Source: an optimization exercise on an open RTL-to-GDS flow (aim: small area, a short achievable clock period and few clock cycles per item). Production flows keep margins and buffers that such runs may drop.

## build 1
==> flow/design.v (excerpt) <==
module pe_requant #(
    parameter int ACC_W  = 32,
    parameter int MULT_W = 16,
    parameter int CNT_W  = 16
) (
    input  logic              clk,
    input  logic              rst_n,
    input  logic              in_valid,
    output logic              in_ready,
    input  logic [ACC_W-1:0]  in_acc,
    input  logic [ACC_W-1:0]  in_bias,
    input  logic              in_last,
    output logic              out_valid,
    input  logic              out_ready,
    output logic [7:0]        out_data,
    output logic              out_last,
    input  logic              cfg_we,
    input  logic [MULT_W-1:0] cfg_mult,
    input  logic [4:0]        cfg_shift,
    input  logic [7:0]        cfg_zp,
    output logic              busy,
    output logic [CNT_W-1:0]  out_count
);
Settings: LEC_CHECK=0, ABC_CLOCK_PERIOD_IN_PS=4400, CAP_MARGIN=20, CORE_MARGIN=2, CORE_UTILIZATION=55, CTS_BUF_LIST=sky130_fd_sc_hd__clkbuf_4 sky130_fd_sc_hd__clkbuf_8, CTS_CLUSTER_SIZE=30, SETUP_SLACK_MARGIN=5.0, SLEW_MARGIN=20, SYNTH_HIERARCHICAL=1, SYNTH_MINIMUM_KEEP_SIZE=0; clock period 9.0 ns.
standard.sh (not shown) runs the stock make flow with config.mk's settings and CLKGATE_MAP_FILE= SYNTH_SCRIPT=/design/flow/synth_recipe.tcl, a recipe that flattens the netlist after the stock synthesis.
==> flow/flow/run.sh <==
#!/bin/bash
# Standard layout, with plain buffers (not delay buffers) on the ports and a
# clock tree without dummy loads.
export BUFFER_PORTS_ARGS="-buffer_cell sky130_fd_sc_hd__buf_1"
export CTS_ARGS="-sink_clustering_enable -repair_clock_nets -dont_use_dummy_load -sink_clustering_size 30 -buf_list {sky130_fd_sc_hd__clkbuf_4 sky130_fd_sc_hd__clkbuf_8}"
bash standard.sh > standard.log 2>&1
### build 1 -> trial 50
diff --git a/flow/design.v b/flow/design.v
--- a/flow/design.v
+++ b/flow/design.v
@@ -16,26 +16,25 @@
     output logic              out_last,
     input  logic              cfg_we,
     input  logic [MULT_W-1:0] cfg_mult,
     input  logic [4:0]        cfg_shift,
     input  logic [7:0]        cfg_zp,
     output logic              busy,
     output logic [CNT_W-1:0]  out_count
 );
     localparam int SUM_W = ACC_W + 1;    
     localparam int W     = 49;           
     localparam int NDIG  = 9;            
-    localparam int NH    = 4;            
-    logic [MULT_W-1:0] cfg_mult_q;
-    logic [NDIG-1:0] bone;                
-    logic [NDIG-2:0] btwo, bneg;          
+    localparam int NH    = 3;            
+    logic [NDIG-1:0] bone;
+    logic [NDIG-2:0] btwo, bneg;
     logic [4:0]      cfg_shift_q;
     logic [7:0]      cfg_zp_q;
     logic        s1_vld, s2_vld, r3_vld;
     logic        s1_last, s2_last;
     logic        room_q;                  
     logic        any_q;                   
     logic        in_fire, pop, cfg_apply;
     assign in_ready  = room_q || out_ready;
     assign in_fire   = in_valid && in_ready;
     assign busy      = any_q || in_valid;
     assign cfg_apply = cfg_we && !busy;
@@ -1106,26 +1105,26 @@
         v = $signed({r3_win[9], r3_win[9:1]}) + $signed({9'd0, r3_win[0]})
           + $signed({2'b00, cfg_zp_q});
         if (!((r3_zfix && r3_zvlo && r3_zvhi) || (r3_ofix && r3_ovlo && r3_ovhi)))
                                 res = r3_sgn ? 8'd0 : 8'd255;
         else if (v[9])          res = 8'd0;
         else if (v[8])          res = 8'd255;
         else                    res = v[7:0];
     end
     assign r3_dat = {r3_last, res};
     logic [NH-1:0] h_vld, nh_vld;
     logic [8:0]    h_dat [NH];
-    assign out_valid = h_vld[0];
-    assign out_data  = h_dat[0][7:0];
-    assign out_last  = h_dat[0][8];
-    assign pop       = h_vld[0] && out_ready;
+    assign out_valid = h_vld[0] || r3_vld;
+    assign out_data  = h_vld[0] ? h_dat[0][7:0] : r3_dat[7:0];
+    assign out_last  = h_vld[0] ? h_dat[0][8]   : r3_dat[8];
+    assign pop       = out_valid && out_ready;
     always_comb begin
         if (r3_vld && !pop)      nh_vld = {h_vld[NH-2:0], 1'b1};
         else if (!r3_vld && pop) nh_vld = {1'b0, h_vld[NH-1:1]};
         else                     nh_vld = h_vld;
     end
     always_ff @(posedge clk) begin
         for (int k = 0; k < NH; k++) begin
             if (pop) begin
                 if (k < NH - 1 && h_vld[k+1]) h_dat[k] <= h_dat[k+1];
                 else                          h_dat[k] <= r3_dat;
             end else begin
@@ -1153,43 +1152,49 @@
             h_vld  <= '0;
             fl_q   <= '0;
         end else begin
             s1_vld <= in_fire;
             s2_vld <= s1_vld;
             r3_vld <= s2_vld;
             h_vld  <= nh_vld;
             fl_q   <= fl_nxt;
         end
     end
     logic [17:0] mx;
-    assign mx = {2'b00, cfg_mult_q};
+    logic [NDIG-1:0] bone_n;
+    logic [NDIG-2:0] btwo_n, bneg_n;
+    assign mx = {2'b00, cfg_mult};
     always_comb begin
         for (int j = 0; j < NDIG; j++) begin
             logic m2, m1, m0;
             m2 = mx[2*j+1];
             m1 = mx[2*j];
             m0 = (j == 0) ? 1'b0 : mx[2*j-1];
-            bone[j] = m1 ^ m0;
+            bone_n[j] = m1 ^ m0;
             if (j < NDIG - 1) begin
-                btwo[j] = (m2 & ~m1 & ~m0) | (~m2 & m1 & m0);
-                bneg[j] = m2 & ~(m1 & m0);
+                btwo_n[j] = (m2 & ~m1 & ~m0) | (~m2 & m1 & m0);
+                bneg_n[j] = m2 & ~(m1 & m0);
             end
         end
     end
     always_ff @(posedge clk or negedge rst_n) begin
         if (!rst_n) begin
-            cfg_mult_q  <= MULT_W'(1);
+            bone        <= NDIG'(1);         
+            btwo        <= '0;
+            bneg        <= '0;
             cfg_shift_q <= 5'd0;
             cfg_zp_q    <= 8'd0;
         end else if (cfg_apply) begin
-            cfg_mult_q  <= cfg_mult;
+            bone        <= bone_n;
+            btwo        <= btwo_n;
+            bneg        <= bneg_n;
             cfg_shift_q <= cfg_shift;
             cfg_zp_q    <= cfg_zp;
         end
     end
     always_ff @(posedge clk or negedge rst_n) begin
         if (!rst_n) begin
             out_count <= '0;
         end else if (cfg_apply) begin
             out_count <= '0;
         end else if (pop) begin
             out_count <= out_count + CNT_W'(1);
Findings:
- Number of well-tap cells placed shrinks slightly when moving from build 1 to trial 50.
- Relative to build 1, maximum number of pins on one net before global-route repair has increased by about 8% in trial 50.
- Per the comparison of trial 50 with build 1, weighted congestion at the end of routability-driven global placement now larger; time the final worst path needs with I/O delays and setup now larger.
- Number of global-route vias before repair (trial 50 vs. build 1) increases slightly
- Comparing non-clock buffer count for build 1 and trial 50, the bigger number came from trial 50.
- | starting density of the core | build 1 vs trial 50 | ≈ equal |
- in_valid as the timing startpoint of the critical path was reported by build 1, and cfg_zp_q[0] by trial 50.
- The die of trial 50 is smaller than the one used in build 1.
- STATUS via count: trial 50 wins against build 1
- Of the two values seen for slowest cell on the critical path, sky130_fd_sc_hd__or2_4 was produced by build 1 and sky130_fd_sc_hd__dfrtp_1 by trial 50.
- The run showing the greater antenna cell count is trial 50.
- Re post-synthesis to final-layout area growth: trial 50 is 0.42 points down on build 1.
No functional check of the RTL was part of any run of this note.

## re-timing with driven ports
The flow's constraints put no driver on any port. The routed layouts listed below were extracted and timed again, unchanged, in two steps. Step 1 (the two cells are an assumption about what drives the block):
set clk [get_ports {clk}]
set_driving_cell -lib_cell sky130_fd_sc_hd__clkbuf_16 $clk
set_driving_cell -lib_cell sky130_fd_sc_hd__buf_2 [delete_from_list [all_inputs] $clk]
Step 2, shift: input delay + t, output delay - t, t = (earliest + latest rising clock arrival at the registers) / 2. This alone moves slack from input paths to output paths. Slacks: ideal ports / drivers / drivers and shift; pairs: ideal ports / drivers.
run | shift t [ns] | setup slack, ns | worst register clock-pin slew, ns | worst data-port slew with drivers (ns)
build 1 | 0.643 | 4.969 / 4.947 / 4.573 | 0.06 / 0.06 | 0.09
trial 50 | 0.647 | 3.783 / 3.729 / 4.377 | 0.06 / 0.06 | 0.07
After both steps setup and hold are still met in every run listed. For build 1, which loses most, drivers alone change the setup slack by -0.022 ns; drivers and shift together by -0.396 ns.
